From an optimization exercise on the open Yosys and OpenROAD flow, aimed at small area and a short achievable clock period; shortcuts taken in it are not production practice.
RTL that was checked went through simulation tests only; none was proved equivalent to the original.
Power and IR drop assume default switching activity.

==> trial 24: inputs <==
==> flow/design.v (excerpt) <==
module lc3b_alu_pipe
(
    input  logic                    clk,
    input  logic                    arst_n,
    input  logic                    instr_valid,
    input  logic [16-1:0]   instr,
    input  logic                    flush,
    output logic                    wb_valid,
    output logic [3-1:0]  wb_dest,
    output logic [16-1:0]   wb_data,
    output logic [2:0]              cc
);
make LEC_CHECK=0 CAP_MARGIN=20 CORE_MARGIN=2 CORE_UTILIZATION=40 SLEW_MARGIN=20 finish   # period 7.0 ns
run.sh (not shown) runs the stock make flow with config.mk's settings and CLKGATE_MAP_FILE= SYNTH_SCRIPT=/design/flow/synth_recipe.tcl, a recipe that flattens the netlist after the stock synthesis.
==> trial 41 (differences from trial 24) <==
--- a/flow/design.v
+++ b/flow/design.v
@@ -128,15 +128,19 @@
     input  logic                    instr_valid,
     input  logic [16-1:0]   instr,
     input  logic                    flush,
     input  logic [16-1:0]   rd_data1,
     input  logic [16-1:0]   rd_data2,
-    input  logic [16-1:0]   alu_out,
+    input  logic                    wb_valid,
+    input  logic [3-1:0]  wb_dest,
+    input  logic [16-1:0]   wb_data,
     output logic                    d_valid,
     output logic [3-1:0]  d_dest,
     output logic [16-1:0]   d_opa,
     output logic [16-1:0]   d_opb,
+    output logic                    d_fwd_a,
+    output logic                    d_fwd_b,
     output logic                    d_mb,
     output logic                    d_as,
     output logic                    d_sub,
     output logic                    d_log,
     output logic                    d_shr,
@@ -145,12 +149,11 @@
 );
     logic                   writes;
     logic                   k_mul, k_as, k_sub, k_log, k_shl, k_shr, use_imm, use_sr2;
     logic [1:0]             lsel;
     logic [3-1:0] sr1, sr2;
-    logic [16-1:0]  va, vb, va_rev, opb, alu_rev;
-    logic                   fwd_a, fwd_b;
+    logic [16-1:0]  va, vb, va_rev, opb;
     control_rom u_rom
     (
         .instr   (instr),
         .writes  (writes),
         .k_mul   (k_mul),
@@ -163,20 +166,15 @@
         .use_imm (use_imm),
         .use_sr2 (use_sr2)
     );
     assign sr1 = instr[8:6];
     assign sr2 = instr[2:0];
-    assign va = rd_data1;
-    assign vb = rd_data2;
+    assign va = (wb_valid && wb_dest == sr1) ? wb_data : rd_data1;
+    assign vb = (wb_valid && wb_dest == sr2) ? wb_data : rd_data2;
     always_comb
         for (int i = 0; i < 16; i++)
-        begin
-            va_rev[i]  = va[16-1-i];
-            alu_rev[i] = alu_out[16-1-i];
-        end
-    assign fwd_a = d_valid && d_dest == sr1;
-    assign fwd_b = use_sr2 && d_valid && d_dest == sr2;
+            va_rev[i] = va[16-1-i];
     assign opb = use_imm ? {{(16-5){instr[4]}}, instr[4:0]} :
                  use_sr2 ? vb :
                            (16'(1) << instr[3:0]);
     always_ff @(posedge clk or negedge arst_n)
     begin
@@ -186,12 +184,14 @@
             d_valid <= instr_valid & ~flush & writes;
     end
     always_ff @(posedge clk)
     begin
         d_dest  <= instr[11:9];
-        d_opa   <= fwd_a ? (k_shr ? alu_rev : alu_out) : (k_shr ? va_rev : va);
-        d_opb   <= fwd_b ? alu_out : opb;
+        d_opa   <= k_shr ? va_rev : va;
+        d_opb   <= opb;
+        d_fwd_a <= d_valid && d_dest == sr1;
+        d_fwd_b <= use_sr2 && d_valid && d_dest == sr2;
         d_mb    <= k_mul | k_shl | k_shr;
         d_as    <= k_as;
         d_sub   <= k_sub;
         d_log   <= k_log;
         d_shr   <= k_shr;
@@ -448,45 +448,40 @@
     assign sa[14] = c3_13_53;
     assign sb[14] = s3_14_54;
     assign sa[15] = c3_14_54;
     assign sb[15] = s3_15_55;
 endmodule
-module cpa16
-(
-    input  logic [15:0] a,
-    input  logic [15:0] b,
-    output logic [15:0] s
-);
-    assign s = a + b;
-endmodule
 module execute_stage
 (
     input  logic                    clk,
     input  logic                    arst_n,
     input  logic                    d_valid,
     input  logic [3-1:0]  d_dest,
     input  logic [16-1:0]   d_opa,
     input  logic [16-1:0]   d_opb,
+    input  logic                    d_fwd_a,
+    input  logic                    d_fwd_b,
     input  logic                    d_mb,
     input  logic                    d_as,
     input  logic                    d_sub,
     input  logic                    d_log,
     input  logic                    d_shr,
     input  logic                    d_sra,
     input  logic [1:0]              d_lsel,
-    output logic [16-1:0]   alu_out,
     output logic                    wb_valid,
     output logic [3-1:0]  wb_dest,
     output logic [16-1:0]   wb_data
 );
     logic [15:0] a, b;
     logic [7:0]  one, two, neg;
     logic [16:0] yb;
-    logic [15:0] r, sa, sb, arith, arith_rev, fill, logic_out;
+    logic [15:0] r, sa, sb, arith, arith_rev, fill, logic_out, alu_out;
     logic        cin0;
-    assign a = d_opa;
-    assign b = d_opb;
+    always_comb
+        for (int i = 0; i < 16; i++)
+            a[i] = d_fwd_a ? (d_shr ? wb_data[15-i] : wb_data[i]) : d_opa[i];
+    assign b = d_fwd_b ? wb_data : d_opb;
     assign yb = {b, 1'b0};
     always_comb
     begin
         for (int j = 0; j < 8; j++)
         begin
@@ -508,16 +503,11 @@
         .cin0 (cin0),
         .r    (r),
         .sa   (sa),
         .sb   (sb)
     );
-    cpa16 u_cpa
-    (
-        .a (sa),
-        .b (sb),
-        .s (arith)
-    );
+    assign arith = sa + sb;
     always_comb
     begin
         case (d_lsel)
             2'b00:   logic_out = a & b;
             2'b01:   logic_out = a | b;
@@ -554,14 +544,12 @@
 (
     input  logic                    clk,
     input  logic                    arst_n,
     input  logic [3-1:0]  rd_addr1,
     input  logic [3-1:0]  rd_addr2,
-    input  logic                    we,
-    input  logic [3-1:0]  waddr,
-    input  logic [16-1:0]   wdata,
     input  logic                    wb_valid,
+    input  logic [3-1:0]  wb_dest,
     input  logic [16-1:0]   wb_data,
     output logic [16-1:0]   rd_data1,
     output logic [16-1:0]   rd_data2,
     output logic [2:0]              cc
 );
@@ -582,26 +570,24 @@
                  (wb_data == '0)       ? 3'b010 :
                                          3'b001;
     always_ff @(posedge clk)
     begin
         for (int i = 0; i < 8; i++)
-            if (we && waddr == i)
-                regs[i] <= wdata;
+            if (wb_valid && wb_dest == i)
+                regs[i] <= wb_data;
     end
     always_ff @(posedge clk or negedge arst_n)
     begin
         if (!arst_n)
         begin
             written <= '0;
             cc      <= 3'b010;  
         end
-        else
+        else if (wb_valid)
         begin
-            if (we)
-                written[waddr] <= 1'b1;
-            if (wb_valid)
-                cc <= nzp;
+            written[wb_dest] <= 1'b1;
+            cc               <= nzp;
         end
     end
 endmodule
 `timescale 1ns/1ps
 module lc3b_alu_pipe
@@ -618,18 +604,19 @@
 );
     logic                   d_valid;
     logic [3-1:0] d_dest;
     logic [16-1:0]  d_opa;
     logic [16-1:0]  d_opb;
+    logic                   d_fwd_a;
+    logic                   d_fwd_b;
     logic                   d_mb;
     logic                   d_as;
     logic                   d_sub;
     logic                   d_log;
     logic                   d_shr;
     logic                   d_sra;
     logic [1:0]             d_lsel;
-    logic [16-1:0]  alu_out;
     logic [16-1:0]  rd_data1;
     logic [16-1:0]  rd_data2;
     decode_stage u_decode
     (
         .clk         (clk),
@@ -637,15 +624,19 @@
         .instr_valid (instr_valid),
         .instr       (instr),
         .flush       (flush),
         .rd_data1    (rd_data1),
         .rd_data2    (rd_data2),
-        .alu_out     (alu_out),
+        .wb_valid    (wb_valid),
+        .wb_dest     (wb_dest),
+        .wb_data     (wb_data),
         .d_valid     (d_valid),
         .d_dest      (d_dest),
         .d_opa       (d_opa),
         .d_opb       (d_opb),
+        .d_fwd_a     (d_fwd_a),
+        .d_fwd_b     (d_fwd_b),
         .d_mb        (d_mb),
         .d_as        (d_as),
         .d_sub       (d_sub),
         .d_log       (d_log),
         .d_shr       (d_shr),
@@ -658,32 +649,31 @@
         .arst_n   (arst_n),
         .d_valid  (d_valid),
         .d_dest   (d_dest),
         .d_opa    (d_opa),
         .d_opb    (d_opb),
+        .d_fwd_a  (d_fwd_a),
+        .d_fwd_b  (d_fwd_b),
         .d_mb     (d_mb),
         .d_as     (d_as),
         .d_sub    (d_sub),
         .d_log    (d_log),
         .d_shr    (d_shr),
         .d_sra    (d_sra),
         .d_lsel   (d_lsel),
-        .alu_out  (alu_out),
         .wb_valid (wb_valid),
         .wb_dest  (wb_dest),
         .wb_data  (wb_data)
     );
     result_stage u_result
     (
         .clk      (clk),
         .arst_n   (arst_n),
         .rd_addr1 (instr[8:6]),
         .rd_addr2 (instr[2:0]),
-        .we       (d_valid),
-        .waddr    (d_dest),
-        .wdata    (alu_out),
         .wb_valid (wb_valid),
+        .wb_dest  (wb_dest),
         .wb_data  (wb_data),
         .rd_data1 (rd_data1),
         .rd_data2 (rd_data2),
         .cc       (cc)
     );
Settings changed: ABC_CLOCK_PERIOD_IN_PS set to 4500.
==> build 30 (differences from trial 24) <==
--- a/flow/design.v
+++ b/flow/design.v
@@ -128,15 +128,16 @@
     input  logic                    instr_valid,
     input  logic [16-1:0]   instr,
     input  logic                    flush,
     input  logic [16-1:0]   rd_data1,
     input  logic [16-1:0]   rd_data2,
-    input  logic [16-1:0]   alu_out,
     output logic                    d_valid,
     output logic [3-1:0]  d_dest,
     output logic [16-1:0]   d_opa,
     output logic [16-1:0]   d_opb,
+    output logic                    d_fwd_a,
+    output logic                    d_fwd_b,
     output logic                    d_mb,
     output logic                    d_as,
     output logic                    d_sub,
     output logic                    d_log,
     output logic                    d_shr,
@@ -145,12 +146,11 @@
 );
     logic                   writes;
     logic                   k_mul, k_as, k_sub, k_log, k_shl, k_shr, use_imm, use_sr2;
     logic [1:0]             lsel;
     logic [3-1:0] sr1, sr2;
-    logic [16-1:0]  va, vb, va_rev, opb, alu_rev;
-    logic                   fwd_a, fwd_b;
+    logic [16-1:0]  va, vb, va_rev, opb;
     control_rom u_rom
     (
         .instr   (instr),
         .writes  (writes),
         .k_mul   (k_mul),
@@ -167,16 +167,11 @@
     assign sr2 = instr[2:0];
     assign va = rd_data1;
     assign vb = rd_data2;
     always_comb
         for (int i = 0; i < 16; i++)
-        begin
-            va_rev[i]  = va[16-1-i];
-            alu_rev[i] = alu_out[16-1-i];
-        end
-    assign fwd_a = d_valid && d_dest == sr1;
-    assign fwd_b = use_sr2 && d_valid && d_dest == sr2;
+            va_rev[i] = va[16-1-i];
     assign opb = use_imm ? {{(16-5){instr[4]}}, instr[4:0]} :
                  use_sr2 ? vb :
                            (16'(1) << instr[3:0]);
     always_ff @(posedge clk or negedge arst_n)
     begin
@@ -186,12 +181,14 @@
             d_valid <= instr_valid & ~flush & writes;
     end
     always_ff @(posedge clk)
     begin
         d_dest  <= instr[11:9];
-        d_opa   <= fwd_a ? (k_shr ? alu_rev : alu_out) : (k_shr ? va_rev : va);
-        d_opb   <= fwd_b ? alu_out : opb;
+        d_opa   <= k_shr ? va_rev : va;
+        d_opb   <= opb;
+        d_fwd_a <= d_valid && d_dest == sr1;
+        d_fwd_b <= use_sr2 && d_valid && d_dest == sr2;
         d_mb    <= k_mul | k_shl | k_shr;
         d_as    <= k_as;
         d_sub   <= k_sub;
         d_log   <= k_log;
         d_shr   <= k_shr;
@@ -448,26 +445,20 @@
     assign sa[14] = c3_13_53;
     assign sb[14] = s3_14_54;
     assign sa[15] = c3_14_54;
     assign sb[15] = s3_15_55;
 endmodule
-module cpa16
-(
-    input  logic [15:0] a,
-    input  logic [15:0] b,
-    output logic [15:0] s
-);
-    assign s = a + b;
-endmodule
 module execute_stage
 (
     input  logic                    clk,
     input  logic                    arst_n,
     input  logic                    d_valid,
     input  logic [3-1:0]  d_dest,
     input  logic [16-1:0]   d_opa,
     input  logic [16-1:0]   d_opb,
+    input  logic                    d_fwd_a,
+    input  logic                    d_fwd_b,
     input  logic                    d_mb,
     input  logic                    d_as,
     input  logic                    d_sub,
     input  logic                    d_log,
     input  logic                    d_shr,
@@ -481,12 +472,14 @@
     logic [15:0] a, b;
     logic [7:0]  one, two, neg;
     logic [16:0] yb;
     logic [15:0] r, sa, sb, arith, arith_rev, fill, logic_out;
     logic        cin0;
-    assign a = d_opa;
-    assign b = d_opb;
+    always_comb
+        for (int i = 0; i < 16; i++)
+            a[i] = d_fwd_a ? (d_shr ? wb_data[15-i] : wb_data[i]) : d_opa[i];
+    assign b = d_fwd_b ? wb_data : d_opb;
     assign yb = {b, 1'b0};
     always_comb
     begin
         for (int j = 0; j < 8; j++)
         begin
@@ -508,16 +501,11 @@
         .cin0 (cin0),
         .r    (r),
         .sa   (sa),
         .sb   (sb)
     );
-    cpa16 u_cpa
-    (
-        .a (sa),
-        .b (sb),
-        .s (arith)
-    );
+    assign arith = sa + sb;
     always_comb
     begin
         case (d_lsel)
             2'b00:   logic_out = a & b;
             2'b01:   logic_out = a | b;
@@ -618,10 +606,12 @@
 );
     logic                   d_valid;
     logic [3-1:0] d_dest;
     logic [16-1:0]  d_opa;
     logic [16-1:0]  d_opb;
+    logic                   d_fwd_a;
+    logic                   d_fwd_b;
     logic                   d_mb;
     logic                   d_as;
     logic                   d_sub;
     logic                   d_log;
     logic                   d_shr;
@@ -637,15 +627,16 @@
         .instr_valid (instr_valid),
         .instr       (instr),
         .flush       (flush),
         .rd_data1    (rd_data1),
         .rd_data2    (rd_data2),
-        .alu_out     (alu_out),
         .d_valid     (d_valid),
         .d_dest      (d_dest),
         .d_opa       (d_opa),
         .d_opb       (d_opb),
+        .d_fwd_a     (d_fwd_a),
+        .d_fwd_b     (d_fwd_b),
         .d_mb        (d_mb),
         .d_as        (d_as),
         .d_sub       (d_sub),
         .d_log       (d_log),
         .d_shr       (d_shr),
@@ -658,10 +649,12 @@
         .arst_n   (arst_n),
         .d_valid  (d_valid),
         .d_dest   (d_dest),
         .d_opa    (d_opa),
         .d_opb    (d_opb),
+        .d_fwd_a  (d_fwd_a),
+        .d_fwd_b  (d_fwd_b),
         .d_mb     (d_mb),
         .d_as     (d_as),
         .d_sub    (d_sub),
         .d_log    (d_log),
         .d_shr    (d_shr),
Settings changed: SETUP_SLACK_MARGIN set to 3.5.
==> trial 13 (differences from trial 24) <==
--- a/flow/design.v
+++ b/flow/design.v
@@ -128,15 +128,16 @@
     input  logic                    instr_valid,
     input  logic [16-1:0]   instr,
     input  logic                    flush,
     input  logic [16-1:0]   rd_data1,
     input  logic [16-1:0]   rd_data2,
-    input  logic [16-1:0]   alu_out,
     output logic                    d_valid,
     output logic [3-1:0]  d_dest,
     output logic [16-1:0]   d_opa,
     output logic [16-1:0]   d_opb,
+    output logic                    d_fwd_a,
+    output logic                    d_fwd_b,
     output logic                    d_mb,
     output logic                    d_as,
     output logic                    d_sub,
     output logic                    d_log,
     output logic                    d_shr,
@@ -145,12 +146,11 @@
 );
     logic                   writes;
     logic                   k_mul, k_as, k_sub, k_log, k_shl, k_shr, use_imm, use_sr2;
     logic [1:0]             lsel;
     logic [3-1:0] sr1, sr2;
-    logic [16-1:0]  va, vb, va_rev, opb, alu_rev;
-    logic                   fwd_a, fwd_b;
+    logic [16-1:0]  va, vb, va_rev, opb;
     control_rom u_rom
     (
         .instr   (instr),
         .writes  (writes),
         .k_mul   (k_mul),
@@ -167,16 +167,11 @@
     assign sr2 = instr[2:0];
     assign va = rd_data1;
     assign vb = rd_data2;
     always_comb
         for (int i = 0; i < 16; i++)
-        begin
-            va_rev[i]  = va[16-1-i];
-            alu_rev[i] = alu_out[16-1-i];
-        end
-    assign fwd_a = d_valid && d_dest == sr1;
-    assign fwd_b = use_sr2 && d_valid && d_dest == sr2;
+            va_rev[i] = va[16-1-i];
     assign opb = use_imm ? {{(16-5){instr[4]}}, instr[4:0]} :
                  use_sr2 ? vb :
                            (16'(1) << instr[3:0]);
     always_ff @(posedge clk or negedge arst_n)
     begin
@@ -186,12 +181,14 @@
             d_valid <= instr_valid & ~flush & writes;
     end
     always_ff @(posedge clk)
     begin
         d_dest  <= instr[11:9];
-        d_opa   <= fwd_a ? (k_shr ? alu_rev : alu_out) : (k_shr ? va_rev : va);
-        d_opb   <= fwd_b ? alu_out : opb;
+        d_opa   <= k_shr ? va_rev : va;
+        d_opb   <= opb;
+        d_fwd_a <= d_valid && d_dest == sr1;
+        d_fwd_b <= use_sr2 && d_valid && d_dest == sr2;
         d_mb    <= k_mul | k_shl | k_shr;
         d_as    <= k_as;
         d_sub   <= k_sub;
         d_log   <= k_log;
         d_shr   <= k_shr;
@@ -448,26 +445,20 @@
     assign sa[14] = c3_13_53;
     assign sb[14] = s3_14_54;
     assign sa[15] = c3_14_54;
     assign sb[15] = s3_15_55;
 endmodule
-module cpa16
-(
-    input  logic [15:0] a,
-    input  logic [15:0] b,
-    output logic [15:0] s
-);
-    assign s = a + b;
-endmodule
 module execute_stage
 (
     input  logic                    clk,
     input  logic                    arst_n,
     input  logic                    d_valid,
     input  logic [3-1:0]  d_dest,
     input  logic [16-1:0]   d_opa,
     input  logic [16-1:0]   d_opb,
+    input  logic                    d_fwd_a,
+    input  logic                    d_fwd_b,
     input  logic                    d_mb,
     input  logic                    d_as,
     input  logic                    d_sub,
     input  logic                    d_log,
     input  logic                    d_shr,
@@ -481,12 +472,14 @@
     logic [15:0] a, b;
     logic [7:0]  one, two, neg;
     logic [16:0] yb;
     logic [15:0] r, sa, sb, arith, arith_rev, fill, logic_out;
     logic        cin0;
-    assign a = d_opa;
-    assign b = d_opb;
+    always_comb
+        for (int i = 0; i < 16; i++)
+            a[i] = d_fwd_a ? (d_shr ? wb_data[15-i] : wb_data[i]) : d_opa[i];
+    assign b = d_fwd_b ? wb_data : d_opb;
     assign yb = {b, 1'b0};
     always_comb
     begin
         for (int j = 0; j < 8; j++)
         begin
@@ -508,16 +501,11 @@
         .cin0 (cin0),
         .r    (r),
         .sa   (sa),
         .sb   (sb)
     );
-    cpa16 u_cpa
-    (
-        .a (sa),
-        .b (sb),
-        .s (arith)
-    );
+    assign arith = sa + sb;
     always_comb
     begin
         case (d_lsel)
             2'b00:   logic_out = a & b;
             2'b01:   logic_out = a | b;
@@ -618,10 +606,12 @@
 );
     logic                   d_valid;
     logic [3-1:0] d_dest;
     logic [16-1:0]  d_opa;
     logic [16-1:0]  d_opb;
+    logic                   d_fwd_a;
+    logic                   d_fwd_b;
     logic                   d_mb;
     logic                   d_as;
     logic                   d_sub;
     logic                   d_log;
     logic                   d_shr;
@@ -637,15 +627,16 @@
         .instr_valid (instr_valid),
         .instr       (instr),
         .flush       (flush),
         .rd_data1    (rd_data1),
         .rd_data2    (rd_data2),
-        .alu_out     (alu_out),
         .d_valid     (d_valid),
         .d_dest      (d_dest),
         .d_opa       (d_opa),
         .d_opb       (d_opb),
+        .d_fwd_a     (d_fwd_a),
+        .d_fwd_b     (d_fwd_b),
         .d_mb        (d_mb),
         .d_as        (d_as),
         .d_sub       (d_sub),
         .d_log       (d_log),
         .d_shr       (d_shr),
@@ -658,10 +649,12 @@
         .arst_n   (arst_n),
         .d_valid  (d_valid),
         .d_dest   (d_dest),
         .d_opa    (d_opa),
         .d_opb    (d_opb),
+        .d_fwd_a  (d_fwd_a),
+        .d_fwd_b  (d_fwd_b),
         .d_mb     (d_mb),
         .d_as     (d_as),
         .d_sub    (d_sub),
         .d_log    (d_log),
         .d_shr    (d_shr),
Settings changed: SETUP_SLACK_MARGIN set to 2.5.
==> notes <==
Trial 41 produced a clean layout. Trial 13 finished with timing, DRC and antenna clean. Build 30 went through all stages and came out clean. Trial 24 finished with timing, DRC and antenna clean. Die area: trial 41 is larger than trial 13 (2.9%). Global-route usage: trial 24 < trial 41 < build 30 < trial 13. In build 30 the cell area is higher than in trial 13, by 0.70%. The lowest via count belongs to trial 41, the highest to build 30. Wire length, lowest first: trial 41, trial 24, trial 13, build 30. The lowest setup slack belongs to trial 41, the highest to trial 13. Between trial 13 and trial 24, the lower first-iteration DRC count is in trial 24 (gap 11%, measured against trial 24). In sequential power, trial 13 and trial 24 hardly differ. The lowest count of clock-buffer cells in the layout belongs to build 30, the highest to trial 13. Maximum frequency: trial 13 > build 30 > trial 24 > trial 41.
==> figures <==
Run status: trial 13 timing/DRC/antenna clean; trial 41 timing/DRC/antenna clean; trial 24 timing/DRC/antenna clean; build 30 timing/DRC/antenna clean
TritonRoute pass-1 iters: trial 13 7; trial 41 5; trial 24 8; build 30 12
Unique masters post-synth: trial 13 71; trial 41 71; trial 24 77; build 30 71
Logic inverters: trial 13 102; trial 41 95; trial 24 110; build 30 104
Async SR Flop Fraction: trial 13 6.34%; trial 41 6.34%; trial 24 6.40%; build 30 6.34%
Worst slew margin: trial 13 27.3%; trial 41 21.0%; trial 24 25.5%; build 30 26.1%
Maximum number of pins on one net before global-route repair: trial 13 48; trial 41 44; trial 24 58; build 30 48
Area enclosed by the die boundary: trial 13 37100 um^2; trial 41 38200 um^2; trial 24 38300 um^2; build 30 37100 um^2
Worst-skew pair later-pin latency: trial 13 500 ps; trial 41 520 ps; trial 24 510 ps; build 30 500 ps
Final routed wirelength across all metal layers: trial 13 51100 um; trial 41 50100 um; trial 24 50500 um; build 30 51700 um
Initial cell density of the core: trial 13 40.3%; trial 41 40.3%; trial 24 40.4%; build 30 40.3%
Non-Clock Buffer Area Fraction: trial 13 10.7%; trial 41 5.98%; trial 24 4.75%; build 30 10.7%
DR vias: trial 13 12800; trial 41 12700; trial 24 12800; build 30 12900
Routed wire length on met2: trial 13 23800 um; trial 41 21700 um; trial 24 23400 um; build 30 24300 um
Overall die height: trial 13 193 um; trial 41 195 um; trial 24 196 um; build 30 193 um
Final instance area: trial 13 18000 um^2; trial 41 16500 um^2; trial 24 16200 um^2; build 30 18100 um^2
Sequential cell count: trial 13 205; trial 41 205; trial 24 203; build 30 205
Slew @ Worst Pin: trial 13 1090 ps; trial 41 1190 ps; trial 24 1120 ps; build 30 1110 ps
Gate count of the mapped netlist: trial 13 1469; trial 41 1507; trial 24 1535; build 30 1469
Instance count on the critical path: trial 13 26; trial 41 20; trial 24 20; build 30 25
Vias in the first global route: trial 13 12400; trial 41 12200; trial 24 12100; build 30 12600
Sequential-to-total area share from yosys stat: trial 13 38.3%; trial 41 37.2%; trial 24 36.8%; build 30 38.3%
Only the layout flow was run in trial 24, build 30 and trial 13; the RTL was not checked for function there.

[port drivers added, routing unchanged]
The results above use ideal ports. As a check the final layouts listed here were re-extracted and re-timed, cells and wires unchanged. Step 1 (the two cells are an assumption about what drives the block):
set clk [get_ports {clk}]
set_driving_cell -lib_cell sky130_fd_sc_hd__clkbuf_16 $clk
set_driving_cell -lib_cell sky130_fd_sc_hd__buf_2 [delete_from_list [all_inputs] $clk]
Step 2, shift: input delay + t, output delay - t, t = (earliest + latest rising clock arrival at the registers) / 2. This alone moves slack from input paths to output paths. Slacks: no drivers / after step 1 / after step 2; pairs: no drivers / after step 1.
| run | shift t [ns] | setup WS [ns] | cell pins on the clock port's net |
|---|---|---|---|
| trial 24 | 0.544 | 0.656 / 0.656 / 0.656 | 1 |
| trial 41 | 0.550 | 0.453 / 0.453 / 0.453 | 1 |
| build 30 | 0.536 | 1.108 / 1.108 / 1.108 | 1 |
| trial 13 | 0.534 | 1.188 / 1.188 / 1.188 | 1 |
After both steps setup and hold are still met in every run listed.
